Source: an optimization exercise on an open RTL-to-GDS flow (aim: small area). Production flows keep margins and buffers that such runs may drop.
Function was checked by simulation only, so behaviour that the tests miss may differ from the original.
Power is estimated from default activity; no workload was simulated.

File: flow/flow/run.sh
#!/bin/bash
# Standard ORFS layout (the standard.sh), with two changes:
#  - the port buffers are buf_2 instead of the delay cell buffer_ports picks by itself;
#  - CTS uses clkbuf_16 with larger sink clusters and no dummy loads.
# Each step's full output stays in orfs/logs/...; this script's own output goes to flow_run.log.
set -euo pipefail
exec > >(tee -a flow_run.log) 2>&1
export BUFFER_PORTS_ARGS="-buffer_cell sky130_fd_sc_hd__buf_2"
export CTS_ARGS="-sink_clustering_enable -repair_clock_nets -sink_clustering_size 30 -sink_clustering_max_diameter 60 -buf_list sky130_fd_sc_hd__clkbuf_16 -dont_use_dummy_load"
bash standard.sh synth > synth_make.log 2>&1
bash standard.sh finish > layout_make.log 2>&1
ls -l out/
File: flow/standard.sh
#!/bin/bash
# synth_recipe.tcl (not shown) runs the flow's synth.tcl, then flattens the netlist and writes it again
# the make line also repeats each setting of config.mk as NAME=value (left out here)
make -C /OpenROAD-flow-scripts/flow DESIGN_CONFIG=/design/flow/config.mk WORK_HOME=/design/flow/orfs CLKGATE_MAP_FILE= SYNTH_SCRIPT=/design/flow/synth_recipe.tcl "${@:-finish}"
File: flow/config.mk
export PLATFORM = sky130hd
export DESIGN_NAME = dcache_controller
export DESIGN_NICKNAME = dcache_controller
export VERILOG_FILES = /design/flow/design.v
export SDC_FILE = /design/flow/constraint.sdc
export NUM_CORES = 4
export LEC_CHECK = 0
export CAP_MARGIN = 20
export CORE_MARGIN = 2
export CORE_UTILIZATION = 55
export CTS_BUF_LIST = sky130_fd_sc_hd__clkbuf_16
export CTS_CLUSTER_DIAMETER = 60
export CTS_CLUSTER_SIZE = 30
export PLACE_DENSITY = 0.7
export SLEW_MARGIN = 20
export SYNTH_HIERARCHICAL = 1
File: flow/constraint.sdc
create_clock -name core_clock -period 9.0 [get_ports {clk}]
set_input_delay 1.8000 -clock core_clock [delete_from_list [all_inputs] [get_ports {clk}]]
set_output_delay 1.8000 -clock core_clock [all_outputs]
set_load 0.01 [all_outputs]
File: flow/design.v
package dcache_pkg;
    localparam int NUM_LINES  = 16;
    localparam int LINE_BITS  = 128;
    localparam int LINE_BYTES = LINE_BITS / 8;
    localparam int ADDR_W     = 12;
    localparam int TAG_W      = 4;
    localparam int INDEX_W    = 4;
    localparam int OFFSET_W   = 4;
    localparam logic [1:0] SIZE_BYTE = 2'b00;
    localparam logic [1:0] SIZE_HALF = 2'b01;
    localparam logic [1:0] SIZE_WORD = 2'b10;
endpackage
module dcache_aoi222 (
    input  logic a1, a2, b1, b2, c1, c2,
    output logic y
);
    assign y = ~((a1 & a2) | (b1 & b2) | (c1 & c2));
endmodule
module dcache_nand2 (
    input  logic a, b,
    output logic y
);
    assign y = ~(a & b);
endmodule
module dcache_nand4 (
    input  logic a, b, c, d,
    output logic y
);
    assign y = ~(a & b & c & d);
endmodule
module dcache_nand3b (
    input  logic a_n, b, c,
    output logic y
);
    assign y = ~(~a_n & b & c);
endmodule
module dcache_line_array (
    input  logic [15:0] i_sel,
    input  logic [15:0] i_d,
    output logic         o
);
    logic [4:0] w_grp_n;    
    logic       w_last_n;   
    logic       w_lo;       
    for (genvar g = 0; g < 5; g++) begin : g_aoi
        dcache_aoi222 u_aoi (
            .a1 (i_sel[3*g]),   .a2 (i_d[3*g]),
            .b1 (i_sel[3*g+1]), .b2 (i_d[3*g+1]),
            .c1 (i_sel[3*g+2]), .c2 (i_d[3*g+2]),
            .y  (w_grp_n[g])
        );
    end
    dcache_nand2  u_last (.a(i_sel[15]), .b(i_d[15]), .y(w_last_n));
    dcache_nand4  u_lo   (.a(w_grp_n[0]), .b(w_grp_n[1]), .c(w_grp_n[2]), .d(w_grp_n[3]), .y(w_lo));
    dcache_nand3b u_out  (.a_n(w_lo), .b(w_grp_n[4]), .c(w_last_n), .y(o));
endmodule
import dcache_pkg::*;
module dcache_controller
(
    input  logic                 clk,
    input  logic                 reset,
    input  logic                 dcache_read_req,
    input  logic                 dcache_write_req,
    input  logic [ADDR_W-1:0]    dcache_addr,
    input  logic [31:0]          dcache_write_data,
    input  logic [1:0]           mem_size,
    input  logic                 mem_unsigned,
    output logic [31:0]          dcache_read_data,
    output logic                 dcache_hit,
    output logic                 dcache_stall,
    output logic                 mem_req,
    output logic                 mem_we,
    output logic [ADDR_W-1:0]    mem_addr,
    output logic [LINE_BITS-1:0] mem_wdata,
    input  logic [LINE_BITS-1:0] mem_rdata,
    input  logic                 mem_ready
);
    localparam int RD_BITS = LINE_BITS + TAG_W + 2;    
    logic                     r_req;
    logic                     r_we;
    logic [ADDR_W-1:OFFSET_W] r_mem_line;
    logic [NUM_LINES-1:0]     r_valid;
    logic [NUM_LINES-1:0]     r_dirty;
    logic [TAG_W-1:0]         r_tag  [NUM_LINES];
    logic [LINE_BITS-1:0]     r_data [NUM_LINES];
    logic                  w_idle;
    logic                  w_req;
    logic                  w_hit;
    logic                  w_miss;
    logic [INDEX_W-1:0]    w_index;
    logic [NUM_LINES-1:0]  w_sel;
    logic [RD_BITS-1:0]    w_rd;
    logic                  w_line_valid;
    logic                  w_line_dirty;
    logic [TAG_W-1:0]      w_line_tag;
    logic [LINE_BITS-1:0]  w_line_data;
    logic                  w_be_we;
    logic [LINE_BYTES-1:0] w_be_mask;
    logic [31:0]           w_be_word;
    logic                  w_fill_we;
    logic                  w_clr_dirty;
    logic [LINE_BYTES-1:0] w_grp;
    logic [LINE_BITS-1:0]  w_wdata;
    logic [31:0]           w_word;
    logic [15:0]           w_half;
    logic [7:0]            w_byte;
    logic                  w_load_ok;
    logic [3:0]            w_wsel;
    assign w_idle  = ~r_req;
    assign w_req   = dcache_read_req | dcache_write_req;
    assign w_index = r_req ? r_mem_line[7:4] : dcache_addr[7:4];
    always_comb begin
        for (int i = 0; i < NUM_LINES; i++) w_sel[i] = (w_index == INDEX_W'(i));
    end
    for (genvar b = 0; b < RD_BITS; b++) begin : g_rd
        logic [NUM_LINES-1:0] w_col;
        for (genvar i = 0; i < NUM_LINES; i++) begin : g_col
            if (b < LINE_BITS)             assign w_col[i] = r_data[i][b];
            else if (b < LINE_BITS + TAG_W) assign w_col[i] = r_tag[i][b-LINE_BITS];
            else if (b == LINE_BITS + TAG_W) assign w_col[i] = r_valid[i];
            else                            assign w_col[i] = r_dirty[i];
        end
        dcache_line_array u_rd (.i_sel(w_sel), .i_d(w_col), .o(w_rd[b]));
    end
    assign w_line_data  = w_rd[LINE_BITS-1:0];
    assign w_line_tag   = w_rd[LINE_BITS +: TAG_W];
    assign w_line_valid = w_rd[LINE_BITS + TAG_W];
    assign w_line_dirty = w_rd[LINE_BITS + TAG_W + 1];
    assign w_hit   = w_line_valid & (w_line_tag == dcache_addr[11:8]);
    assign w_miss  = w_idle & w_req & ~w_hit;
    assign w_be_we     = ~reset & w_idle & dcache_write_req & w_hit;
    assign w_fill_we   = ~reset & r_req & ~r_we & mem_ready;
    assign w_clr_dirty = ~reset & r_we & mem_ready;
    always_comb begin
        case (mem_size)
            SIZE_BYTE: w_be_mask = 16'h0001 << dcache_addr[3:0];
            SIZE_HALF: w_be_mask = 16'h0003 << {dcache_addr[3:1], 1'b0};
            default:   w_be_mask = 16'h000F << {dcache_addr[3:2], 2'b00};
        endcase
    end
    assign w_wdata = r_req ? mem_rdata : {4{w_be_word}};
    assign w_grp   = {LINE_BYTES{w_fill_we}} | ({LINE_BYTES{w_be_we}} & w_be_mask);
    always_ff @(posedge clk) begin
        for (int i = 0; i < NUM_LINES; i++) begin
            if (reset) begin
                r_valid[i] <= 1'b0;
                r_dirty[i] <= 1'b0;
            end else if (w_sel[i]) begin
                if (w_fill_we) begin
                    r_valid[i] <= 1'b1;
                    r_dirty[i] <= 1'b0;
                end else if (w_be_we) begin
                    r_dirty[i] <= 1'b1;
                end else if (w_clr_dirty) begin
                    r_dirty[i] <= 1'b0;
                end
            end
        end
    end
    always_ff @(posedge clk) begin
        for (int i = 0; i < NUM_LINES; i++) begin
            if (w_sel[i] && w_fill_we) r_tag[i] <= r_mem_line[11:8];
            for (int b = 0; b < LINE_BYTES; b++) begin
                if (w_sel[i] && w_grp[b]) r_data[i][b*8 +: 8] <= w_wdata[b*8 +: 8];
            end
        end
    end
    assign w_load_ok = ~reset & w_idle & dcache_read_req & ~dcache_write_req & w_hit;
    always_comb begin
        for (int k = 0; k < 4; k++) w_wsel[k] = w_load_ok & (dcache_addr[3:2] == 2'(k));
        w_word = '0;
        for (int k = 0; k < 4; k++) w_word = w_word | ({32{w_wsel[k]}} & w_line_data[32*k +: 32]);
    end
    assign w_half = dcache_addr[1] ? w_word[31:16] : w_word[15:0];
    assign w_byte = dcache_addr[0] ? w_half[15:8]  : w_half[7:0];
    always_comb begin
        w_be_word = dcache_write_data;
        case (mem_size)
            SIZE_BYTE: w_be_word = {4{dcache_write_data[7:0]}};
            SIZE_HALF: w_be_word = {2{dcache_write_data[15:0]}};
            default: ;
        endcase
    end
    always_comb begin
        case (mem_size)
            SIZE_BYTE: dcache_read_data = {{24{w_byte[7] & ~mem_unsigned}}, w_byte};
            SIZE_HALF: dcache_read_data = {{16{w_half[15] & ~mem_unsigned}}, w_half};
            default:   dcache_read_data = w_word;
        endcase
    end
    assign dcache_hit       = ~reset & w_req & w_hit;
    assign dcache_stall     = ~reset & (r_req | (w_req & ~w_hit));
    always_ff @(posedge clk) begin
        if (reset) begin
            r_req <= 1'b0;
            r_we  <= 1'b0;
        end else if (w_idle) begin
            r_req <= w_miss;
            r_we  <= w_miss & w_line_valid & w_line_dirty;
        end else if (mem_ready) begin
            r_req <= r_we;
            r_we  <= 1'b0;
        end
    end
    always_ff @(posedge clk) begin
        if (w_idle) r_mem_line[7:4] <= dcache_addr[7:4];
        if (w_idle || (r_we && mem_ready))
            r_mem_line[11:8] <= (w_idle & w_line_valid & w_line_dirty) ? w_line_tag : dcache_addr[11:8];
    end
    assign mem_req   = r_req;
    assign mem_we    = r_we;
    assign mem_addr  = {r_mem_line, 4'b0};
    assign mem_wdata = w_line_data;
endmodule
==> results of run 1 <==
per-module statistics from Yosys (local to each module, per instance), a selection:
| module | flip-flops and latches | area (um^2) | times used | cells inside |
|---|---|---|---|---|
| dcache_nand4 | 0 | 6.26 | 134 | 1 |
| dcache_aoi222 | 0 | 10.0 | 670 | 1 |
| dcache_controller | 2154 | 69600 | 1 | 3112 |
| dcache_nand3b | 0 | 7.51 | 134 | 1 |
| dcache_nand2 | 0 | 3.75 | 134 | 1 |
registers in the layout, indices dropped and copies added (netlist names):
| signal | cells |
|---|---|
| r_data | 2048 |
| r_dirty | 16 |
| r_mem_line | 8 |
| r_req | 1 |
| r_tag | 64 |
| r_valid | 16 |
| r_we | 1 |
worst max-delay path, cell delays in order:
cell	delay (ns)
buf_2	0.12
o32ai_1	0.68
nand2_2	0.19
inv_6	0.50
a222oi_1	0.24
nand4_1	0.13
nand3b_1	0.16
xnor2_1	0.14
nand3_1	0.36
or3_4	0.65
a31oi_1	0.89
buf_2	0.29
cells in the mapped netlist (5+ instances only):
library cell,n,share of area (%)
nor2b_1,16,0.13
dfxtp_1,38,0.97
nand2_1,280,1.3
mux2i_1,20,0.25
o221ai_1,5,0.056
clkbuf_1,54,0.26
a221o_1,7,0.089
nor2_1,298,1.4
o21ai_0,17,0.11
buf_2,21,0.13
a222oi_1,670,8.5
nand3b_1,135,1.3
o21a_1,16,0.15
nand4_1,135,1.1
o22ai_1,5,0.040
mux4_2,32,0.92
nor3_1,7,0.045
mux2_2,10,0.14
edfxtp_1,2116,81
inv_1,56,0.27
a211oi_1,10,0.095
nand2b_1,15,0.12
a21oi_1,96,0.61
buf_1,5,0.024
a21o_1,66,0.63
buf_4,7,0.067
per-layer routing:
metal / up-vias / part of all wire, %
met1: 24100 / 35
met5: - / 0.022
met3: 427 / 17
li1: 19200 / -
met4: 8 / 3.6
met2: 4017 / 44
cell type report:
cell class	instances	area [um^2]
multi-input cells	1888	13900
clock buffers	120	3000
diodes	8	20.0
well taps	1890	2360
repair buffers	451	2650
inverters	57	294
fillers	10100	55200
flip-flops and latches	2154	64300
power groups by stage:
stage	combinational, mW	sequential [mW]	clock, mW
after floorplan	1.10	11.6	0
after global placement	2.36	11.6	0
after detailed placement	2.40	11.6	0
after CTS	2.41	11.4	5.27
after global routing	2.55	11.4	5.59
final	2.49	11.4	5.28
kinds of logic (layout without fill, tap and decap cells):
family                    after synthesis  count (layout)
AOI/OAI and AO/OA                     913             913
xor gates and xnor gates                4               4
buffers and inverters                 145             628
DFF                                  2154            2154
muxes                                  62              62
other                                   1              12
and+or+nand+nor                       905             905
how the worst max path moves through the flow:
stage | endpoint | slack, ns | cells past startpoint
after floorplan | dcache_read_data[0] | 0.60 | 12
after global placement | dcache_read_data[4] | 1.11 | 13
after detailed placement | dcache_read_data[4] | 1.10 | 13
after CTS | dcache_read_data[4] | 1.06 | 13
after global routing | dcache_read_data[14] | 0.81 | 13
final | dcache_read_data[15] | 0.92 | 12
metrics by stage:
stage / std cells / hold WS, ns
2_1_floorplan: 4187 / 0.440
3_3_place_gp: 6438 / 0.447
3_5_place_dp: 6439 / 0.455
4_1_cts: 6559 / 0.473
5_1_grt: 6565 / 0.487
6_report: 6568 / 0.475
cells in the final DEF, fill, tap and decap left out, types with 4 or more instances in the layout:
master and instances:
edfxtp_1 2116, a222oi_1 670, buf_2 350, nor2_1 298, nand2_1 264, nand3b_1 135
nand4_1 135, clkbuf_16 120, buf_4 90, a21oi_1 66, a21o_1 66, inv_1 40
dfxtp_1 37, mux4_2 32, a21oi_2 30, mux2i_1 20, o21ai_0 17, nor2b_1 16
nand2_2 16, inv_6 16, o21a_1 16, nand2b_1 15, buf_12 11, mux2_2 10
a211oi_1 10, diode_2 8, a221o_1 7, nor3_1 6, o22ai_1 5, o221ai_1 5
nand3_1 4, xnor2_1 4, or3_1 4, conb_1 4
==> run summary, run 1 <==
Die W=382 um; total CTS buffers=120; minimum clock period=approximately 8.1 ns; RSZ-0062 raised after global routing=no; core box area=142000 um^2; Root Driver=clkbuf_16; placed cell areas=83500 um^2; Sink Count=between 2000 and 2500; part of the Yosys area used for sequential elements=81.8%; Initial Util=~55%; EDFF count, synth=between 2000 and 2500; Final Worst Setup Slack=slightly above 0.9 ns; die area=about 150000 um^2; Final ANT Viol Nets=0; post-synthesis simple-gate area fraction=under 10%; outcome=timing/DRC/antenna clean; Post-Route Skew=roughly 0.11 ns; Max Freq=approximately 120 MHz; Hold Path Sink=r_valid[11]$_SDFFE_PP0P_; CP Class=in -> out; Clock Latency Late Sink=~0.78 ns; R2R cell count=12; number of global-route vias before repair=about 45000; warning count from the yosys run=9; post-synthesis xor/xnor area fraction=less than 1%; Critical Path Source Type=input pin; CP Launch Point=dcache_addr[6]; via count=around 48000; Post-CTS Resized=0; endpoint class of the critical path=primary output; clock share of power=between 20 and 30%; share of cells above drive strength 1=around 15%; met1 usage=about 46%; leak pwr=about 27 nW; Routed WL per cell=about 37 um; max-slew violations=0; CP required=7.20 ns; Power Dens Cells=between 200 and 250 nW/um^2; dpl ws=between 1 and 1.5 ns; HP Class=reg -> reg; vias per cell=around 7.3; clk buf depth=3; gr usage total=between 30% and 40%; Psw=~4.8 mW; RR Endpoint=r_data[15][83]$_DFFE_PP_; Synth Area in Compound Gates=around a tenth; DRT Wirelength=241000 um; Final setup viols=0; htree depth=3; global route total overflow=0; post-synthesis register bit count=roughly 2200; largest net degree at the start of global routing=~140; hold_sp=r_valid[11]$_SDFFE_PP0P_; final setup TNS=0 ns; CP Max Fanout=61; worst vdd ir=168 uV; GPL Wtd Cong=roughly 0.92; DRT Pass-1 Iters=9; cell count after synthesis=around 4200; CTS tree=done; CTS clk-pin slew, worst paths=~0.08 ns; most heavily used metal layer in global routing=met2; Hold Path Cell Cnt=1; # DRC=0; Reg power frac=between 50% and 60%; CTS Hold Bufs=0; Netlist cell types=53; met2 Use GR=a little under half; first-pass GRT wire length=~340000 um; relative slew slack=around 21%; Post-synth top flop=edfxtp_1; max_cap viols=0; Post-CTS Setup Repair Bufs=0; Net Sw Frac=between 20% and 30%; DR iter-0 viols=around 10000; main combinational cell family by area after synthesis=compound AO/OA/AOI/OAI gates; hpwl dp=~160000 um; final count of hold timing violations=0; Row Count=around 140; multiplexer area fraction after synthesis=1.31%; crit path DAT=around 6.3 ns; Syn-to-layout area delta=10.1%; Worst Tran Pin Value=around 1.2 ns; Die Y=approximately 380 um; Netlist Area Pre-Place=slightly below 80000 um^2; Finished Cell Area=roughly 87000 um^2; nets=roughly 4900; power after layout=between 15 and 20 mW; I/O pin total=roughly 360; Avg Inst Size Synth=approximately 19 um^2; fin crit share=89.7%; Post-Synth Adder-Cell Area=0%; Int Power=between 10 and 15 mW; logic gate share of total power=approximately an eighth; Synth async-reset ratio=0%; RR Startpoint=r_req$_SDFF_PP0_; fin util=between 60 and 70%; initial antenna violation count=17; Port-buffer cells=351; flop2flop setup slack=between 3 and 4 ns; M3 GR Usage=a little over a tenth
==> run 2: changes to the inputs <==
--- a/flow/flow/run.sh
+++ b/flow/flow/run.sh
@@ -6,6 +6,6 @@
 set -euo pipefail
 exec > >(tee -a flow_run.log) 2>&1
-export BUFFER_PORTS_ARGS="-buffer_cell sky130_fd_sc_hd__buf_2"
-export CTS_ARGS="-sink_clustering_enable -repair_clock_nets -sink_clustering_size 30 -sink_clustering_max_diameter 60 -buf_list sky130_fd_sc_hd__clkbuf_16 -dont_use_dummy_load"
+export BUFFER_PORTS_ARGS="-buffer_cell sky130_fd_sc_hd__buf_1"
+export CTS_ARGS="-sink_clustering_enable -repair_clock_nets -sink_clustering_size 20 -sink_clustering_max_diameter 80 -buf_list sky130_fd_sc_hd__clkbuf_8 -dont_use_dummy_load"
 bash standard.sh synth > synth_make.log 2>&1
 bash standard.sh finish > layout_make.log 2>&1
==> run summary, run 2 <==
Die W=approximately 380 um; CP required=about 7.2 ns; power after layout=about 18 mW; # DRC=0; cell count after synthesis=about 4200; Hold WS=0.483 ns; Post-Route Skew=about 0.2 ns; CP Max Fanout=70; Root Driver=clkbuf_8; post-synthesis register bit count=2154; outcome=timing/DRC/antenna clean; Synth top cells by count=2116 x edfxtp_1, 670 x a222oi_1, 298 x nor2_1, 280 x nand2_1; Final ANT Viol Nets=0; CTS Hold Bufs=0; top cell type by total area after synthesis=edfxtp_1; EDFF count, synth=around 2100; leak pwr=25.4 nW; R2R cell count=14; via count=around 48000; share of cells above drive strength 1=between 7 and 8%; final setup TNS=0 ns; Port-buffer cells=~350; Critical Path Source Type=input pin; I/O pin total=about 360; gr usage total=between 30% and 40%; Power Dens Cells=209 nW/um^2; RSZ-0062 raised after global routing=no; Initial Util=55.5%; Worst Path Buf+Inv=5; Worst Tran Pin Value=approximately 1.3 ns; relative slew slack=about a tenth; CTS tree=done; first-pass GRT wire length=about 330000 um; crit path DAT=around 6.4 ns; fin crit share=91.5%; global route total overflow=0; HP Class=reg -> reg; synth top area cells=edfxtp_1 81%, a222oi_1 8.5%, nor2_1 1.4%, nand2_1 1.3%, nand3b_1 1.3%; Netlist cell types=between 50 and 60; Avg Inst Size Synth=18.8 um^2; max-slew violations=0; htree depth=3; total CTS buffers=120; hold_sp=r_valid[4]$_SDFFE_PP0P_; Syn-to-layout area delta=7.77%; CP Class=in -> out; commonest non-fill, non-tap cell in the layout=edfxtp_1; max reg flops=between 2000 and 2500; worst vdd ir=149 uV; RR Endpoint=r_data[10][113]$_DFFE_PP_; top-area cell type share of the netlist area=roughly four fifths; worst-path cell chain=buf_1, nand2b_1, o22ai_1, nand2_2, buf_4, inv_6, buf_12, a222oi_1, nand4_1, nand3b_1, mux4_2, mux2i_1, o22a_1, a31oi_1, buf_1; Row Count=around 140; Sink Count=between 2000 and 2500; Clock Latency Late Sink=between 0.9 and 1 ns; Die Y=roughly 380 um; final count of hold timing violations=0; Netlist Area Pre-Place=approximately 79000 um^2; flop2flop setup slack=between 3 and 4 ns; Post-synth top flop=edfxtp_1; DR iter-0 viols=10400; DRT Wirelength=241000 um; Crit path largest cell delay=0.89 ns; commonest non-fill, non-tap cells in the layout=2116 x edfxtp_1, 670 x a222oi_1, 348 x buf_1; Max Freq=about 120 MHz; vias per cell=approximately 7.3; count leader, synth=edfxtp_1; Synth async-reset ratio=0%; CP max-delay cell=a31oi_1; endpoint class of the critical path=primary output; GPL Wtd Cong=approximately 0.90; minimum clock period=between 8 and 9 ns; RR Startpoint=r_req$_SDFF_PP0_; core box area=between 100000 and 150000 um^2; Final setup viols=0; Largest Register=r_data; die area=146000 um^2; largest net degree at the start of global routing=between 100 and 150; Post-CTS Setup Repair Bufs=0; Hold Path Cell Cnt=1; nets=just under 5000; max_cap viols=0; warning count from the yosys run=9; clk buf depth=3; Post-CTS Resized=0; DRT Pass-1 Iters=10; part of the Yosys area used for sequential elements=about four fifths; number of global-route vias before repair=44600; CTS clk-pin slew, worst paths=between 0.1 and 0.15 ns; hpwl dp=between 150000 and 200000 um; top flop regs=r_data (2048), r_tag (64); Hold Path Sink=r_valid[4]$_SDFFE_PP0P_; initial antenna violation count=19; Most common cell on crit path=buf_1; CP delay by family, top=compound AO/OA/AOI/OAI gates; Routed WL per cell=between 30 and 40 um
-- run 2: modules after synthesis (local to each module, per instance), a selection --
module / cells / cell area [um^2] / flops+latches
dcache_aoi222: 1 / 10.0 / 0
dcache_nand3b: 1 / 7.51 / 0
dcache_nand4: 1 / 6.26 / 0
dcache_nand2: 1 / 3.75 / 0
dcache_controller: 3112 / 69600 / 2154
-- run 2: worst max-delay path by stage --
stage | from | endpoint | cells after the start
floorplan | dcache_addr[5] | dcache_read_data[0] | 12
global placement | dcache_addr[7] | dcache_read_data[15] | 13
global route | r_req$_SDFF_PP0_ | dcache_read_data[15] | 13
CTS | dcache_addr[5] | dcache_read_data[15] | 15
detailed placement | dcache_addr[5] | dcache_read_data[15] | 15
finish | dcache_addr[5] | dcache_read_data[15] | 15
-- run 2: stage by stage --
| step | util (%) | area (um^2) | setup slack (ns) | instances |
|---|---|---|---|---|
| 2_1_floorplan | - | 78700 | 0.601 | 4187 |
| 4_1_cts | 59.7 | 84700 | 1.07 | 6554 |
| 3_5_place_dp | 58.6 | 83000 | 1.07 | 6434 |
| 5_1_grt | 59.8 | 84700 | 0.683 | 6561 |
| 3_3_place_gp | 58.5 | 83000 | 1.15 | 6433 |
| 6_report | 59.8 | 84800 | 0.766 | 6564 |
-- run 2: cell type report --
cell class	count	area, um^2
Antenna cell	10	25.0
Clock buffer	120	1650
Fill cell	10200	57000
Inverter	57	294
Multi-Input combinational cell	1888	13900
Sequential cell	2154	64300
Tap cell	1890	2360
Timing Repair Buffer	445	2190
-- run 2: kinds of logic (layout without fill, tap and decap cells) --
family / count (synthesis) / after routing / share of synthesized area, %
buf+inv: 145 / 622 / 0.760
flops: 2154 / 2154 / 81.8
xor+xnor: 4 / 4 / 0.0445
other cells: 1 / 14 / 0.00477
compound gates: 913 / 913 / 10.5
mux: 62 / 62 / 1.31
simple gates: 905 / 905 / 5.59
-- run 2: power breakdown --
group	total [mW]	switching [mW]	internal, mW
combinational	2.41	1.85	0.570
sequential	11.4	0.0377	11.3
clock	3.97	2.78	1.20
-- run 2: routing by layer --
metal | part of all wire [%] | global-route usage, % | vias up
li1 | - | - | 19100
met1 | 35 | 44.9 | 24200
met2 | 45 | 48.0 | 3908
met3 | 17 | 11.3 | 429
met4 | 3.8 | 11.4 | 12
met5 | 0.034 | 0 | -
==> run 3: changes to the inputs <==
--- a/flow/flow/run.sh
+++ b/flow/flow/run.sh
@@ -7,5 +7,5 @@
 exec > >(tee -a flow_run.log) 2>&1
 export BUFFER_PORTS_ARGS="-buffer_cell sky130_fd_sc_hd__buf_1"
-export CTS_ARGS="-sink_clustering_enable -repair_clock_nets -sink_clustering_size 20 -sink_clustering_max_diameter 80 -buf_list sky130_fd_sc_hd__clkbuf_8 -dont_use_dummy_load"
+export CTS_ARGS="-sink_clustering_enable -repair_clock_nets -sink_clustering_size 16 -sink_clustering_max_diameter 80 -buf_list sky130_fd_sc_hd__clkbuf_8 -dont_use_dummy_load"
 bash standard.sh synth > synth_make.log 2>&1
 bash standard.sh finish > layout_make.log 2>&1
==> run summary, run 3 <==
Avg Inst Size Synth=around 19 um^2; part of the Yosys area used for sequential elements=between 80% and 90%; global route total overflow=0; Netlist Area Pre-Place=between 70000 and 80000 um^2; I/O pin total=356; endpoint class of the critical path=primary output; final count of hold timing violations=0; core box area=approximately 140000 um^2; Final setup viols=0; DRT Pass-1 Iters=8; hpwl dp=~160000 um; first-pass GRT wire length=around 340000 um; Initial Util=55.5%; Root Driver=clkbuf_8; CP required=~7.2 ns; Clock Latency Late Sink=between 0.9 and 1 ns; Port-buffer cells=around 350; RSZ-0062 raised after global routing=no; crit path DAT=6.52 ns; outcome=timing/DRC/antenna clean; Synth async-reset ratio=0%; fin crit share=between 90% and 100%; Netlist cell types=53; Worst Tran Pin Value=1.38 ns; Routed WL per cell=36.6 um; CTS tree=done; Die Y=around 380 um; count leader, synth=edfxtp_1; post-synthesis register bit count=around 2200; CTS Hold Bufs=0; synth top area cells=edfxtp_1 81%, a222oi_1 8.5%, nor2_1 1.4%, nand2_1 1.3%, nand3b_1 1.3%; warning count from the yosys run=9; minimum clock period=approximately 8.3 ns; Post-CTS Setup Repair Bufs=0; largest net degree at the start of global routing=roughly 130; cell count after synthesis=between 4000 and 5000; gr usage total=between 30% and 40%; nets=about 4900; Final Non-Filler Cells=6600; placed instance count=6434; Post-CTS Resized=0; via count=approximately 48000; max-slew violations=0; CTS clk-pin slew, worst paths=0.11 ns; worst vdd ir=159 uV; Critical Path Source Type=flip-flop; max reg flops=around 2000; Syn-to-layout area delta=8.37%; Hold WS=0.476 ns; EDFF count, synth=about 2100; Sink Count=roughly 2200; HP Class=reg -> reg; htree depth=4; commonest non-fill, non-tap cells in the layout=2116 x edfxtp_1, 670 x a222oi_1, 348 x buf_1; leak pwr=approximately 26 nW; Max Freq=between 100 and 150 MHz; FILL cells=10200; Final ANT Viol Nets=0; top-area cell type share of the netlist area=between 80% and 90%; GPL Wtd Cong=roughly 0.9; # DRC=0; Largest Register=r_data; clk buf depth=3; total CTS buffers=approximately 150; commonest non-fill, non-tap cell in the layout=edfxtp_1; DRT Wirelength=242000 um; number of global-route vias before repair=44800; Power Dens Cells=~210 nW/um^2; top flop regs=r_data (2048), r_tag (64); top cell type by total area after synthesis=edfxtp_1; die area=around 150000 um^2; share of cells above drive strength 1=around 7.8%; initial antenna violation count=14; relative slew slack=slightly below 8%; Die W=around 380 um; Post-synth top flop=edfxtp_1; final setup TNS=0 ns; CP Max Fanout=70; vias per cell=a little over 7; CP Class=reg -> out; DR iter-0 viols=10500; Post-Route Skew=0.0964 ns; max_cap viols=0; Synth top cells by count=2116 x edfxtp_1, 670 x a222oi_1, 298 x nor2_1, 280 x nand2_1; Row Count=138
-- run 3: logic make-up after synthesis --
| kind of cell | Yosys count | synth area share (%) |
|---|---|---|
| simple gates | 905 | 5.59 |
| xor+xnor | 4 | 0.0445 |
| other cells | 1 | 0.00477 |
| flops | 2154 | 81.8 |
| compound gates | 913 | 10.5 |
| mux | 62 | 1.31 |
| buf+inv | 145 | 0.760 |
-- run 3: where the power goes --
part / total, mW / internal [mW] / switching (mW) / leakage, nW
Sequential: 11.4 / 11.3 / 0.0376 / 19.4
Combinational: 2.41 / 0.569 / 1.84 / 5.15
Clock: 4.42 / 1.54 / 2.88 / 1.11
Total: 18.2 / 13.4 / 4.76 / 25.7
-- run 3: per-layer routing --
metal | global-route usage (%) | share of wire [%] | vias to the layer above | wire length (um)
met1 | 45.0 | 35 | 24000 | 83800
li1 | - | - | 19200 | -
met4 | 11.9 | 3.8 | 10 | 9070
met3 | 12.0 | 17 | 444 | 40500
met2 | 47.8 | 45 | 3967 | 108000
met5 | 0 | 0.029 | - | 69
-- run 3: cell type report --
cell class                 instances  area (um^2)  share of cell area (%)
antenna                           12         30.0                  0.0352
sequential                      2154        64300                    75.5
tap                             1890         2360                    2.77
timing repair buffer             445         2190                    2.57
multi-input combinational       1888        13900                    16.3
inverter                          57          294                   0.345
clock buffer                     154         2120                    2.49
-- run 3: worst paths after layout --
check,slack (ns),to,depth (start not counted),from
worst min-delay path,0.48,r_valid[15]$_SDFFE_PP0P_,1,r_valid[15]$_SDFFE_PP0P_
worst max-delay path,0.68,dcache_read_data[15],14,r_req$_SDFF_PP0_
worst min register to register,0.48,r_valid[15]$_SDFFE_PP0P_,1,r_valid[15]$_SDFFE_PP0P_
worst max register to register,3.09,r_data[14][52]$_DFFE_PP_,14,r_req$_SDFF_PP0_
-- run 3: per-stage QoR --
stage               utilization [%]  power (mW)  setup WS, ns  cell area [um^2]
floorplan                         -        12.7         0.601             78700
global placement               58.5        13.9          1.15             83000
detailed placement             58.6        13.9          1.07             83000
CTS                            60.0        18.1          1.06             85100
global route                   60.1        18.6         0.624             85200
finish                         60.1        18.2         0.684             85200
-- run 3: modules after synthesis (local to each module, per instance), a selection --
module	flops+latches	cells	copies in the design	cell area, um^2
dcache_aoi222	0	1	670	10.0
dcache_controller	2154	3112	1	69600
dcache_nand2	0	1	134	3.75
dcache_nand3b	0	1	134	7.51
dcache_nand4	0	1	134	6.26
-- run 3: worst max-delay path, stage by stage, from the launching register on --
cell,delay (ns)
dfxtp_4,0.95
nand2_1,0.16
o22ai_1,0.47
nand2_2,0.08
buf_4,0.31
inv_6,0.61
buf_12,0.40
a222oi_1,0.12
nand4_1,0.14
nand3b_1,0.27
mux4_2,0.42
mux2i_1,0.11
o22a_1,0.33
a31oi_1,0.92
buf_1,0.22
==> run 4: changes to the inputs <==
--- a/flow/flow/run.sh
+++ b/flow/flow/run.sh
@@ -7,5 +7,5 @@
 exec > >(tee -a flow_run.log) 2>&1
 export BUFFER_PORTS_ARGS="-buffer_cell sky130_fd_sc_hd__buf_1"
-export CTS_ARGS="-sink_clustering_enable -repair_clock_nets -sink_clustering_size 16 -sink_clustering_max_diameter 80 -buf_list sky130_fd_sc_hd__clkbuf_8 -dont_use_dummy_load"
+export CTS_ARGS="-sink_clustering_enable -repair_clock_nets -sink_clustering_size 26 -sink_clustering_max_diameter 100 -buf_list sky130_fd_sc_hd__clkbuf_16 -dont_use_dummy_load"
 bash standard.sh synth > synth_make.log 2>&1
 bash standard.sh finish > layout_make.log 2>&1
==> flow/config.mk (replaced) <==
export PLATFORM = sky130hd
export DESIGN_NAME = dcache_controller
export DESIGN_NICKNAME = dcache_controller
export VERILOG_FILES = /design/flow/design.v
export SDC_FILE = /design/flow/constraint.sdc
export NUM_CORES = 4
export LEC_CHECK = 0
export CAP_MARGIN = 5
export CORE_MARGIN = 2
export CORE_UTILIZATION = 55
export PLACE_DENSITY = 0.7
export SLEW_MARGIN = 5
export SYNTH_HIERARCHICAL = 1
==> run summary, run 4 <==
post-synthesis register bit count=about 2200; DRT Pass-1 Iters=10; # DRC=0; CP Max Fanout=70; commonest non-fill, non-tap cell in the layout=edfxtp_1; commonest non-fill, non-tap cells in the layout=2116 x edfxtp_1, 670 x a222oi_1, 348 x buf_1; leak pwr=around 26 nW; CP Class=in -> out; total CTS buffers=93; Post-Route Skew=approximately 0.07 ns; GPL Wtd Cong=about 0.9; clk buf depth=3; Max Freq=roughly 120 MHz; multiplexer area fraction after synthesis=between 1 and 1.5%; Power Dens Cells=~220 nW/um^2; first-pass GRT wire length=about 330000 um; hpwl dp=157000 um; Port-buffer cells=351; largest net degree at the start of global routing=around 130; main combinational cell family by area after synthesis=compound AO/OA/AOI/OAI gates; Crit path largest cell delay=just under 1 ns; initial antenna violation count=18; FILL cells=10200; max-slew violations=0; top cell type by total area after synthesis=edfxtp_1; Synth top cells by count=2116 x edfxtp_1, 670 x a222oi_1, 298 x nor2_1, 280 x nand2_1; CTS clk-pin slew, worst paths=roughly 0.090 ns; warning count from the yosys run=9; Sink Count=roughly 2200; crit path DAT=~6.6 ns; synth top area cells=edfxtp_1 81%, a222oi_1 8.5%, nor2_1 1.4%, nand2_1 1.3%, nand3b_1 1.3%; final setup TNS=0 ns; cell count after synthesis=about 4200; worst-path cell chain=buf_1, nand2b_1, o22ai_1, nand2_2, buf_4, inv_6, buf_12, a222oi_1, nand4_1, nand3b_1, mux4_2, mux2i_1, o22a_1, a31oi_1, buf_1; Syn-to-layout area delta=8.52%; htree depth=3; CP required=7.20 ns; Netlist cell types=53; Clock Latency Late Sink=roughly 0.78 ns; HP Class=reg -> reg; Row Count=138; max reg flops=2048; Die W=around 380 um; core box area=~140000 um^2; Netlist Area Pre-Place=a little under 80000 um^2; relative slew slack=7.89%; Die Y=382 um; Worst Tran Pin Value=1.38 ns; count leader, synth=edfxtp_1; die area=around 150000 um^2; Post-Synth Adder-Cell Area=0%; top flop regs=r_data (2048), r_tag (64); minimum clock period=~8.4 ns; Critical Path Source Type=input pin; gr usage total=around 32%; I/O pin total=around 360; number of global-route vias before repair=between 40000 and 50000; RSZ-0062 raised after global routing=no; post-synthesis xor/xnor area fraction=less than 1%; Final ANT Viol Nets=0; Largest Register=r_data; Hold WS=about 0.48 ns; CTS tree=done; DR iter-0 viols=~11000; Avg Inst Size Synth=~19 um^2; top-area cell type share of the netlist area=between 80% and 90%; Synth Area in Compound Gates=10.5%; part of the Yosys area used for sequential elements=81.8%; outcome=timing/DRC/antenna clean; Initial Util=between 50% and 60%; Most common cell on crit path=buf_1; vias per cell=7.28; Post-CTS Setup Repair Bufs=0; Post-CTS Resized=0; max_cap viols=0; DRT Wirelength=about 240000 um; Root Driver=clkbuf_16; CTS Hold Bufs=0; fin crit share=approximately 93%; endpoint class of the critical path=primary output; EDFF count, synth=2116; Post-synth top flop=edfxtp_1; Synth async-reset ratio=0%; nets=slightly below 5000; share of cells above drive strength 1=just over 6%; Routed WL per cell=between 30 and 40 um; final count of hold timing violations=0; CP max-delay cell=a31oi_1; global route total overflow=0; worst vdd ir=148 uV; post-synthesis simple-gate area fraction=5.59%; via count=about 48000; Final setup viols=0
[run 4: cell counts after synthesis]
Identical to the previous run, type by type.
[run 4: per-stage QoR]
| step | util [%] | instance area, um^2 | power, mW | std cells | setup slack, ns |
|---|---|---|---|---|---|
| final | 60.2 | 85300 | 18.5 | 6538 | 0.612 |
| after global routing | 60.2 | 85300 | 18.8 | 6532 | 0.637 |
| after CTS | 60.2 | 85300 | 18.4 | 6526 | 1.02 |
| after detailed placement | 58.5 | 83000 | 13.9 | 6433 | 1.07 |
| after global placement | 58.5 | 83000 | 13.9 | 6433 | 1.15 |
| after floorplan | - | 78700 | 12.7 | 4187 | 0.601 |
[run 4: cell type report]
type / count / area, um^2 / share of cell area [%]
antenna: 12 / 30.0 / 0.0352
clock buffer: 93 / 2330 / 2.73
inverter: 57 / 294 / 0.345
multi-input combinational: 1888 / 13800 / 16.2
sequential: 2154 / 64300 / 75.3
tap: 1890 / 2360 / 2.77
timing repair buffer: 444 / 2180 / 2.56
[run 4: worst paths after layout]
kind,slack [ns],depth (start not counted),startpoint,end
setup / recovery,0.61,15,dcache_addr[5],dcache_read_data[15]
hold / removal,0.48,1,r_valid[1]$_SDFFE_PP0P_,r_valid[1]$_SDFFE_PP0P_
setup reg to reg,3.12,14,r_req$_SDFF_PP0_,r_data[14][87]$_DFFE_PP_
hold reg to reg,0.48,1,r_valid[1]$_SDFFE_PP0P_,r_valid[1]$_SDFFE_PP0P_
[run 4: per-module statistics from Yosys (local to each module, per instance), excerpt]
module / area [um^2] / copies in the design
dcache_aoi222: 10.0 / 670
dcache_nand3b: 7.51 / 134
dcache_nand4: 6.26 / 134
dcache_nand2: 3.75 / 134
dcache_controller: 69600 / 1
[run 4: critical path, delay by kind of cell]
| kind | cells | cell delay (ns) |
|---|---|---|
| compound gates | 4 | 1.89 |
| buf+inv | 5 | 1.71 |
| simple gates | 4 | 0.61 |
| mux | 2 | 0.54 |
[run 4: logic make-up after synthesis]
| family | Yosys count |
|---|---|
| buf+inv | 145 |
| other cells | 1 |
| mux | 62 |
| compound gates | 913 |
| xor+xnor | 4 |
| flops | 2154 |
| simple gates | 905 |
[run 4: layer usage]
metal / up-vias / share of wire [%] / GRT usage [%] / wire length, um
li1: 19100 / - / - / -
met1: 24100 / 35 / 45.2 / 84500
met2: 3929 / 45 / 47.9 / 108000
met3: 405 / 16 / 10.8 / 38800
met4: 8 / 3.9 / 12.0 / 9310
met5: - / 0.018 / 0 / 43
[run 4: where the power goes]
group	leakage, nW	internal [mW]	total [mW]	switching [mW]
registers	19.4	11.3	11.4	0.0360
clock network	1.15	1.85	4.70	2.85
logic	5.14	0.565	2.40	1.83
==> run 5: changes to the inputs <==
==> flow/run.sh (new file) <==
#!/bin/bash
# synth_recipe.tcl (not shown) runs the flow's synth.tcl, then flattens the netlist and writes it again
# the make line also repeats each setting of config.mk as NAME=value (left out here)
make -C /OpenROAD-flow-scripts/flow DESIGN_CONFIG=/design/flow/config.mk WORK_HOME=/design/flow/orfs CLKGATE_MAP_FILE= SYNTH_SCRIPT=/design/flow/synth_recipe.tcl finish
--- a/flow/config.mk
+++ b/flow/config.mk
@@ -6,8 +6,11 @@
 export NUM_CORES = 4
 export LEC_CHECK = 0
-export CAP_MARGIN = 5
+export CAP_MARGIN = 20
 export CORE_MARGIN = 2
 export CORE_UTILIZATION = 55
+export CTS_BUF_LIST = sky130_fd_sc_hd__clkbuf_16
+export CTS_CLUSTER_DIAMETER = 60
+export CTS_CLUSTER_SIZE = 30
 export PLACE_DENSITY = 0.7
-export SLEW_MARGIN = 5
+export SLEW_MARGIN = 20
 export SYNTH_HIERARCHICAL = 1
removed: flow/flow/run.sh
removed: flow/standard.sh
==> run summary, run 5 <==
# DRC=0; CTS tree=done; fin crit share=between 90% and 100%; HP Class=reg -> reg; Post-CTS Resized=0; part of the Yosys area used for sequential elements=81.8%; top cell type by total area after synthesis=edfxtp_1; power after layout=roughly 21 mW; RR Startpoint=r_req$_SDFF_PP0_; Row Count=between 100 and 150; final count of hold timing violations=0; largest net degree at the start of global routing=between 70 and 80; Final ANT Viol Nets=0; Post-CTS Setup Repair Bufs=0; vias per cell=between 7 and 8; top-area cell type share of the netlist area=80.8%; Synth top cells by count=2116 x edfxtp_1, 670 x a222oi_1, 298 x nor2_1, 280 x nand2_1; warning count from the yosys run=9; max reg flops=just over 2000; worst vdd ir=179 uV; Root Driver=clkbuf_16; I/O pin total=between 300 and 400; Crit path largest cell delay=roughly 0.7 ns; core box area=142000 um^2; Hold Path Sink=r_dirty[1]$_SDFFE_PP0P_; Routed WL per cell=approximately 36 um; CTS Hold Bufs=0; RSZ-0062 raised after global routing=no; CP Class=in -> out; max-slew violations=0; initial antenna violation count=10; Final Non-Filler Cells=just under 7000; Syn-to-layout area delta=14.7%; crit path DAT=about 6.9 ns; Hold Path Cell Cnt=2; FILL cells=~9600; CTS clk-pin slew, worst paths=~0.080 ns; Avg Inst Size Synth=~19 um^2; Clock Latency Late Sink=0.81 ns; Die Y=between 300 and 400 um; EDFF count, synth=roughly 2100; R2R cell count=12; post-synthesis register bit count=approximately 2200; DRT Wirelength=approximately 250000 um; endpoint class of the critical path=primary output; nets=~4900; Power Dens Cells=231 nW/um^2; hold_sp=r_dirty[1]$_SDFFE_PP0P_; share of cells above drive strength 1=around a tenth; Netlist cell types=53; DR iter-0 viols=just over 10000; GPL Wtd Cong=0.908; total CTS buffers=130; htree depth=4; placed instance count=6488; DRT Pass-1 Iters=10; RR Endpoint=r_data[3][85]$_DFFE_PP_; Post-Route Skew=between 0.04 and 0.05 ns; leak pwr=28.0 nW; Die W=approximately 380 um; synth top area cells=edfxtp_1 81%, a222oi_1 8.5%, nor2_1 1.4%, nand2_1 1.3%, nand3b_1 1.3%; hpwl dp=approximately 160000 um; max_cap viols=0; count leader, synth=edfxtp_1; commonest non-fill, non-tap cell in the layout=edfxtp_1; CP Max Fanout=40; clk buf depth=3; number of global-route vias before repair=~45000; top flop regs=r_data (2048), r_tag (64); Synth async-reset ratio=0%; die area=146000 um^2; Post-synth top flop=edfxtp_1; CP required=between 7 and 8 ns; via count=approximately 49000; Initial Util=between 50% and 60%; global route total overflow=0; Sink Count=around 2200; worst-path cell chain=clkdlybuf4s50_1, o32ai_1, nand2_2, inv_6, buf_4, a222oi_1, nand4_1, nand3b_1, mux4_2, mux2i_1, o22a_1, a31oi_2, buf_4, clkdlybuf4s50_1; final setup TNS=0 ns; commonest non-fill, non-tap cells in the layout=2116 x edfxtp_1, 670 x a222oi_1, 348 x clkdlybuf4s50_1; relative slew slack=20.1%; minimum clock period=8.71 ns; first-pass GRT wire length=~340000 um; flop2flop setup slack=about 3.5 ns; Netlist Area Pre-Place=around 80000 um^2; Worst Tran Pin Value=~1.2 ns; Max Freq=approximately 110 MHz; Largest Register=r_data; Critical Path Source Type=input pin; outcome=timing/DRC/antenna clean; Final setup viols=0; Port-buffer cells=between 300 and 400; gr usage total=between 30% and 40%; cell count after synthesis=between 4000 and 5000; CP max-delay cell=o32ai_1
==> run 5: cell types whose count changed in the layout (fill, tap and decap cells not counted), sizes merged <==
cell / before / now
clkdlybuf4s50: 0 / 348
buf: 441 / 153
clkbuf: 96 / 141
inv: 56 / 98
clkinv: 1 / 33
clkinvlp: 0 / 13
bufinv: 0 / 8
diode: 12 / 10
==> run 5: modules after synthesis (local to each module, per instance), excerpt <==
module | area, um^2 | cells | copies in the design | flip-flops and latches
dcache_controller | 69600 | 3112 | 1 | 2154
dcache_aoi222 | 10.0 | 1 | 670 | 0
dcache_nand3b | 7.51 | 1 | 134 | 0
dcache_nand4 | 6.26 | 1 | 134 | 0
dcache_nand2 | 3.75 | 1 | 134 | 0
==> run 5: routing by layer <==
metal	part of all wire (%)	up-vias	wire length, um	track usage, %
li1	-	19400	-	-
met3	16	457	39200	11.8
met2	45	4178	110000	49.0
met5	0.031	-	75	0
met1	35	24400	86200	45.5
met4	3.9	10	9570	12.1
==> run 5: worst max-delay path by stage <==
| stage | from | endpoint | slack, ns | cells after the start |
|---|---|---|---|---|
| finish | dcache_addr[7] | dcache_read_data[15] | 0.29 | 14 |
| global route | dcache_addr[4] | dcache_read_data[15] | 0.23 | 14 |
| CTS | dcache_addr[7] | dcache_read_data[15] | 0.27 | 14 |
| detailed placement | dcache_addr[5] | dcache_read_data[15] | 0.30 | 14 |
| global placement | dcache_addr[7] | dcache_read_data[15] | 0.25 | 14 |
| floorplan | dcache_addr[5] | dcache_read_data[0] | 0.60 | 12 |
==> run 5: area by class of cell <==
cell class | instances | area [um^2] | share of cell area (%)
Clock inverter | 95 | 1130 | 1.25
Multi-Input combinational cell | 1888 | 13900 | 15.4
Inverter | 57 | 294 | 0.326
Sequential cell | 2154 | 64300 | 71.3
Timing Repair Buffer | 501 | 4690 | 5.20
Clock buffer | 141 | 3530 | 3.91
Tap cell | 1890 | 2360 | 2.62
Antenna cell | 10 | 25.0 | 0.0277
==> run 5: critical path: cells and delay by family <==
family                 cells  cell delay (ns)
AND/OR/NAND/NOR            3             0.58
buffers and inverters      5             2.22
multiplexers               2             0.38
AO/OA/AOI/OAI              4             1.86
==> run 5: power breakdown <==
group | switching (mW) | total, mW | internal, mW
clock network | 3.51 | 6.75 | 3.24
logic | 1.87 | 2.72 | 0.846
registers | 0.0377 | 11.4 | 11.3
total | 5.42 | 20.8 | 15.4
==> run 5: through the flow <==
| step | cell area (um^2) | hold WS [ns] | setup slack [ns] | utilization (%) |
|---|---|---|---|---|
| final | 90200 | 0.479 | 0.290 | 63.7 |
| after global routing | 90200 | 0.497 | 0.232 | 63.6 |
| after CTS | 90100 | 0.478 | 0.275 | 63.6 |
| after detailed placement | 85500 | 0.458 | 0.295 | 60.3 |
| after global placement | 85500 | 0.446 | 0.249 | 60.3 |
| after floorplan | 78700 | 0.440 | 0.601 | - |
==> run 5: logic make-up after synthesis <==
group	after synthesis	share of synthesized area, %
flops	2154	81.8
compound gates	913	10.5
simple gates	905	5.59
buf+inv	145	0.760
mux	62	1.31
xor+xnor	4	0.0445
other cells	1	0.00477
==> run 6: changes to the inputs <==
==> flow/flow/run.sh (new file) <==
#!/bin/bash
# Standard ORFS layout (the standard.sh, standard synthesis unchanged), with two changes:
#  - the port buffers are buf_1 instead of the delay cell buffer_ports picks by itself;
#  - CTS uses clkbuf_8 leaf buffers with sink clusters of at most 16 and no dummy loads.
# Each ORFS step's full output stays in orfs/logs/...; make's output goes to synth_make.log and
# layout_make.log, and this script's own output to flow_run.log.
set -euo pipefail
exec > >(tee -a flow_run.log) 2>&1
export BUFFER_PORTS_ARGS="-buffer_cell sky130_fd_sc_hd__buf_1"
export CTS_ARGS="-sink_clustering_enable -repair_clock_nets -sink_clustering_size 16 -sink_clustering_max_diameter 80 -buf_list sky130_fd_sc_hd__clkbuf_8 -dont_use_dummy_load"
bash standard.sh synth > synth_make.log 2>&1
bash standard.sh finish > layout_make.log 2>&1
ls -l out/
==> flow/standard.sh (new file) <==
#!/bin/bash
# synth_recipe.tcl (not shown) runs the flow's synth.tcl, then flattens the netlist and writes it again
# the make line also repeats each setting of config.mk as NAME=value (left out here)
make -C /OpenROAD-flow-scripts/flow DESIGN_CONFIG=/design/flow/config.mk WORK_HOME=/design/flow/orfs CLKGATE_MAP_FILE= SYNTH_SCRIPT=/design/flow/synth_recipe.tcl "${@:-finish}"
--- a/flow/config.mk
+++ b/flow/config.mk
@@ -8,9 +8,6 @@
 export CAP_MARGIN = 20
 export CORE_MARGIN = 2
-export CORE_UTILIZATION = 55
-export CTS_BUF_LIST = sky130_fd_sc_hd__clkbuf_16
-export CTS_CLUSTER_DIAMETER = 60
-export CTS_CLUSTER_SIZE = 30
-export PLACE_DENSITY = 0.7
+export CORE_UTILIZATION = 65
+export PLACE_DENSITY = 0.8
 export SLEW_MARGIN = 20
 export SYNTH_HIERARCHICAL = 1
removed: flow/run.sh
==> run summary, run 6 <==
count leader, synth=edfxtp_1; clk buf depth=3; global route total overflow=0; relative slew slack=between 10% and 20%; Netlist Area Pre-Place=78600 um^2; gr usage total=roughly two fifths; leak pwr=around 26 nW; CTS clk-pin slew, worst paths=roughly 0.1 ns; Post-CTS Setup Repair Bufs=0; most heavily used metal layer in global routing=met2; Largest Register=r_data; Synth async-reset ratio=0%; HP Class=reg -> reg; Synth top cells by count=2116 x edfxtp_1, 670 x a222oi_1, 298 x nor2_1, 280 x nand2_1; DRT Wirelength=between 200000 and 250000 um; top-area cell type share of the netlist area=about four fifths; Critical Path Source Type=input pin; Die Y=about 350 um; warning count from the yosys run=9; Power Dens Cells=about 210 nW/um^2; synth top area cells=edfxtp_1 81%, a222oi_1 8.5%, nor2_1 1.4%, nand2_1 1.3%, nand3b_1 1.3%; first-pass GRT wire length=around 330000 um; Die W=352 um; Row Count=127; die area=approximately 120000 um^2; Sink Count=2154; max_cap viols=0; met2 Use GR=a little under three fifths; I/O pin total=356; top cell type by total area after synthesis=edfxtp_1; worst vdd ir=approximately 160 uV; Finished Cell Area=~85000 um^2; GPL Wtd Cong=between 0.9 and 1; # DRC=0; max reg flops=~2000; Final ANT Viol Nets=0; Routed WL per cell=between 30 and 40 um; Worst Tran Pin Value=1.25 ns; M3 GR Usage=17.0%; number of global-route vias before repair=45900; hpwl dp=155000 um; cell count after synthesis=4184; max-slew violations=0; placed instance count=between 6000 and 7000; post-synthesis register bit count=2154; Post-Route Skew=0.0961 ns; total CTS buffers=approximately 150; initial antenna violation count=19; nets=4891; Clock Latency Late Sink=0.91 ns; Netlist cell types=53; Syn-to-layout area delta=7.89%; Root Driver=clkbuf_8; Final setup viols=0; vias per cell=7.69; htree depth=4; Avg Inst Size Synth=approximately 19 um^2; final count of hold timing violations=0; top flop regs=r_data (2048), r_tag (64); core box area=around 120000 um^2; Post-CTS Resized=0; endpoint class of the critical path=primary output; Port-buffer cells=351; CTS tree=done; Initial Util=between 60% and 70%; share of cells above drive strength 1=7.90%; commonest non-fill, non-tap cell in the layout=edfxtp_1; FILL cells=just over 7000; CP Max Fanout=80; EDFF count, synth=around 2100; minimum clock period=roughly 8.3 ns; largest net degree at the start of global routing=~120; CP Class=in -> out; final setup TNS=0 ns; crit path DAT=approximately 6.5 ns; power after layout=18.1 mW; RSZ-0062 raised after global routing=no; CP required=about 7.2 ns; outcome=timing/DRC/antenna clean; via count=between 40000 and 50000; DR iter-0 viols=around 12000; met1 usage=49.5%; fin crit share=92.6%; part of the Yosys area used for sequential elements=slightly above 80%; Final Non-Filler Cells=6334; commonest non-fill, non-tap cells in the layout=2116 x edfxtp_1, 670 x a222oi_1, 348 x buf_1; placed cell areas=82600 um^2; DRT Pass-1 Iters=8; Max Freq=between 100 and 150 MHz; Post-synth top flop=edfxtp_1; CTS Hold Bufs=0
==> run 6: cell counts after synthesis <==
Identical to the previous run, type by type.
==> run 6: cells by family after synthesis <==
family | Yosys count | synth area share [%]
other | 1 | 0.00477
DFF | 2154 | 81.8
muxes | 62 | 1.31
buffers and inverters | 145 | 0.760
and+or+nand+nor | 905 | 5.59
AOI/OAI and AO/OA | 913 | 10.5
xor gates and xnor gates | 4 | 0.0445
==> run 6: path summary, 6_finish.rpt <==
path	start	end	slack, ns	cells past startpoint
max reg2reg	r_req$_SDFF_PP0_	r_data[13][75]$_DFFE_PP_	2.71	13
min reg2reg	r_valid[7]$_SDFFE_PP0P_	r_valid[7]$_SDFFE_PP0P_	0.48	1
max	dcache_addr[7]	dcache_read_data[23]	0.67	15
min	r_valid[7]$_SDFFE_PP0P_	r_valid[7]$_SDFFE_PP0P_	0.48	1
==> run 6: where the power goes <==
part	switching [mW]	total, mW	internal (mW)
combinational	1.85	2.43	0.573
sequential	0.0372	11.4	11.3
clock	2.84	4.36	1.52
==> run 6: critical path, stage by stage <==
cell and delay [ns]:
buf_1 0.32, o32ai_1 0.26, nand2_2 0.14, buf_4 0.39, inv_6 0.27, buf_12 0.28, a222oi_1 0.44, nand4_1 0.12
nand3b_1 0.34, mux2i_1 0.46, a31oi_1 0.19, a22oi_2 0.68, buf_4 0.38, a21oi_1 0.12, buf_1 0.17
==> run 6: area by class of cell <==
| type | count | area, um^2 | share of cell area, % |
|---|---|---|---|
| Sequential cell | 2154 | 64300 | 75.8 |
| Multi-Input combinational cell | 1888 | 13900 | 16.4 |
| Timing Repair Buffer | 458 | 2200 | 2.60 |
| Clock buffer | 152 | 2090 | 2.47 |
| Tap cell | 1612 | 2020 | 2.38 |
| Inverter | 57 | 294 | 0.347 |
| Antenna cell | 13 | 32.5 | 0.0383 |
==> run 6: through the flow <==
stage | worst slack (ns) | hold slack, ns | util [%]
5_1_grt | 0.637 | 0.485 | 70.7
6_report | 0.666 | 0.482 | 70.7
4_1_cts | 0.881 | 0.479 | 70.6
2_1_floorplan | 0.601 | 0.440 | -
3_3_place_gp | 1.16 | 0.448 | 68.9
3_5_place_dp | 0.898 | 0.456 | 68.9
==> run 6: per-module statistics from Yosys (local to each module, per instance), a selection <==
module	cells inside	cell area, um^2	times used	flops+latches
dcache_nand3b	1	7.51	134	0
dcache_nand2	1	3.75	134	0
dcache_controller	3112	69600	1	2154
dcache_aoi222	1	10.0	670	0
dcache_nand4	1	6.26	134	0
==> run 6: routing by layer <==
layer / up-vias / wire length, um
met1: 23900 / 73400
met3: 718 / 45800
li1: 19200 / -
met4: 20 / 13000
met2: 4811 / 104000
met5: - / 406
==> run 7: changes to the inputs <==
--- a/flow/config.mk
+++ b/flow/config.mk
@@ -8,6 +8,6 @@
 export CAP_MARGIN = 20
 export CORE_MARGIN = 2
-export CORE_UTILIZATION = 65
-export PLACE_DENSITY = 0.8
+export CORE_UTILIZATION = 55
+export PLACE_DENSITY = 0.7
 export SLEW_MARGIN = 20
 export SYNTH_HIERARCHICAL = 1
==> run summary, run 7 <==
CP Max Fanout=70; Netlist cell types=between 50 and 60; endpoint class of the critical path=primary output; Synth async-reset ratio=0%; clk buf depth=3; Critical Path Source Type=flip-flop; final setup TNS=0 ns; commonest non-fill, non-tap cells in the layout=2116 x edfxtp_1, 670 x a222oi_1, 348 x buf_1; Crit path largest cell delay=approximately 0.95 ns; CP max-delay cell=dfxtp_4; Root Driver=clkbuf_8; Largest Register=r_data; Max Freq=120 MHz; share of cells above drive strength 1=under 10%; Routed WL per cell=approximately 37 um; leak pwr=~26 nW; commonest non-fill, non-tap cell in the layout=edfxtp_1; RR Endpoint=r_data[14][52]$_DFFE_PP_; I/O pin total=approximately 360; most heavily used metal layer in global routing=met2; DRT Wirelength=242000 um; clock share of power=approximately a quarter; met2 Use GR=a little under half; Final setup viols=0; Netlist Area Pre-Place=approximately 80000 um^2; logic gate share of total power=between 10% and 20%; RR Startpoint=r_req$_SDFF_PP0_; worst vdd ir=159 uV; Post-CTS Setup Repair Bufs=0; minimum clock period=about 8.3 ns; M3 GR Usage=12.0%; DR iter-0 viols=approximately 11000; Net Sw Frac=between 20% and 30%; largest net degree at the start of global routing=about 130; R2R cell count=14; vias per cell=between 7 and 8; Hold WS=0.476 ns; Synth top cells by count=2116 x edfxtp_1, 670 x a222oi_1, 298 x nor2_1, 280 x nand2_1; count leader, synth=edfxtp_1; Die W=approximately 380 um; CP Class=reg -> out; Port-buffer cells=351; top flop regs=r_data (2048), r_tag (64); number of global-route vias before repair=between 40000 and 50000; Clock Latency Late Sink=roughly 0.94 ns; die area=roughly 150000 um^2; Final ANT Viol Nets=0; max-slew violations=0; outcome=timing/DRC/antenna clean; relative slew slack=7.90%; Syn-to-layout area delta=8.37%; FILL cells=about 10000; Initial Util=about 55%; Worst Tran Pin Value=approximately 1.4 ns; first-pass GRT wire length=about 340000 um; # DRC=0; top-area cell type share of the netlist area=between 80 and 90%; Avg Inst Size Synth=18.8 um^2; max_cap viols=0; CP required=approximately 7 ns; part of the Yosys area used for sequential elements=between 80% and 90%; hpwl dp=around 160000 um; RSZ-0062 raised after global routing=no; HP Class=reg -> reg; CTS clk-pin slew, worst paths=roughly 0.11 ns; placed cell areas=about 83000 um^2; CTS tree=done; core box area=around 140000 um^2; crit path DAT=about 6.5 ns; Reg power frac=between 60 and 70%; Post-CTS Resized=0; CTS Hold Bufs=0; gr usage total=approximately 33%; multi-input logic area=between 10000 and 15000 um^2; EDFF count, synth=~2100; placed instance count=6434; Worst Path Buf+Inv=4; initial antenna violation count=14; max reg flops=just over 2000; fin crit share=92.4%; flop2flop setup slack=between 3 and 4 ns; Post-Route Skew=0.0964 ns; global route total overflow=0; Row Count=138; CP delay by family, top=compound AO/OA/AOI/OAI gates; total CTS buffers=approximately 150; power after layout=about 18 mW; CP Launch Point=r_req$_SDFF_PP0_; Worst setup endpoint=dcache_read_data[15]; GPL Wtd Cong=0.896; Final Non-Filler Cells=6600; cell count after synthesis=approximately 4200; DRT Pass-1 Iters=8; Sink Count=about 2200; via count=between 40000 and 50000; Int Power=~13 mW; Psw=~4.8 mW; top cell type by total area after synthesis=edfxtp_1; Post-synth top flop=edfxtp_1; Die Y=around 380 um; worst-path cell chain=nand2_1, o22ai_1, nand2_2, buf_4, inv_6, buf_12, a222oi_1, nand4_1, nand3b_1, mux4_2, mux2i_1, o22a_1, a31oi_1, buf_1; post-synthesis register bit count=between 2000 and 2500; met1 usage=a little under half; synth top area cells=edfxtp_1 81%, a222oi_1 8.5%, nor2_1 1.4%, nand2_1 1.3%, nand3b_1 1.3%; Power Dens Cells=213 nW/um^2; nets=about 4900; final count of hold timing violations=0; htree depth=4; WP depth=14; warning count from the yosys run=9; FF/Latch Area=between 60000 and 70000 um^2; Finished Cell Area=85200 um^2
run 7: metrics by stage:
step / worst slack [ns] / util [%]
3_3_place_gp: 1.15 / 58.5
5_1_grt: 0.624 / 60.1
2_1_floorplan: 0.601 / -
3_5_place_dp: 1.07 / 58.6
4_1_cts: 1.06 / 60.0
6_report: 0.684 / 60.1
run 7: how the worst min path moves through the flow:
stage,startpoint,endpoint,cells after the start
final,r_valid[15]$_SDFFE_PP0P_,r_valid[15]$_SDFFE_PP0P_,1
after CTS,r_valid[15]$_SDFFE_PP0P_,r_valid[15]$_SDFFE_PP0P_,1
after global placement,r_valid[0]$_SDFFE_PP0P_,r_valid[0]$_SDFFE_PP0P_,1
after floorplan,r_valid[0]$_SDFFE_PP0P_,r_valid[0]$_SDFFE_PP0P_,1
after detailed placement,r_valid[15]$_SDFFE_PP0P_,r_valid[15]$_SDFFE_PP0P_,1
after global routing,r_valid[13]$_SDFFE_PP0P_,r_valid[13]$_SDFFE_PP0P_,1
run 7: cell type report:
cell class / instances / share of cell area [%]
Multi-Input combinational cell: 1888 / 16.3
Inverter: 57 / 0.345
Sequential cell: 2154 / 75.5
Timing Repair Buffer: 445 / 2.57
Tap cell: 1890 / 2.77
Clock buffer: 154 / 2.49
Antenna cell: 12 / 0.0352
run 7: power by group through the flow:
stage | clock (mW) | combinational, mW | sequential, mW
after floorplan | 0 | 1.10 | 11.6
after global placement | 0 | 2.29 | 11.6
after detailed placement | 0 | 2.33 | 11.6
after CTS | 4.42 | 2.33 | 11.4
after global routing | 4.76 | 2.47 | 11.4
final | 4.42 | 2.41 | 11.4
run 7: cell families after synthesis:
group	share of synthesized area, %
AOI/OAI and AO/OA	10.5
xor gates and xnor gates	0.0445
buffers and inverters	0.760
DFF	81.8
muxes	1.31
other	0.00477
and+or+nand+nor	5.59
run 7: worst reg2reg max path, cell delays in order, from the launching register on:
cell      delay (ns)
dfxtp_4         0.95
nor2_1          0.15
a22o_1          0.30
nand2_2         0.10
buf_4           0.42
inv_6           0.37
a222oi_1        0.42
nand4_1         0.17
nand3b_1        0.23
xnor2_1         0.18
nand3_1         0.29
nor4_2          0.69
a21oi_1         0.16
buf_4           0.23
nor2_1          0.86
run 7: per-layer routing:
metal  vias to the layer above  routed length (um)
li1                      19200                   -
met1                     24000               83800
met2                      3967              108000
met3                       444               40500
met4                        10                9070
met5                         -                  69
run 7: Yosys stat by module, one instance, submodules excluded, excerpt:
module             copies in the design  cells inside
dcache_aoi222                       670             1
dcache_nand3b                       134             1
dcache_nand4                        134             1
dcache_controller                     1          3112
dcache_nand2                        134             1

-- what the ideal ports hide --
Ports are ideal in the flow. The routed layouts listed here were re-timed in OpenROAD.
Step 1: set_driving_cell puts a clkbuf_16 on clk and a buf_2 on each other input, an assumption about the parent block.
Step 2 moves the port delays by t, midway between the first and last clock arrival at a register: inputs arrive t later, outputs are due t later. That takes back most of the time a late clock gives input paths.
a / b / c = ideal ports / drivers / drivers and shift; a / b = the first two.
run	t (ns)	setup WS [ns]	worst data-port slew with drivers (ns)
run 1	0.817	0.923 / 0.856 / 0.856	0.24
run 2	0.932	0.766 / 0.647 / 0.647	0.26
run 3	0.971	0.684 / 0.609 / 0.634	0.27
run 4	0.824	0.612 / 0.498 / 0.498	0.28
run 5	0.869	0.290 / 0.250 / 0.250	0.20
run 6	0.947	0.666 / 0.604 / 0.604	0.26
run 7	0.971	0.684 / 0.609 / 0.634	0.27
After both steps every run listed still meets setup and hold. For run 2, which loses most, drivers alone change the setup slack by -0.119 ns; drivers and shift together by -0.119 ns.
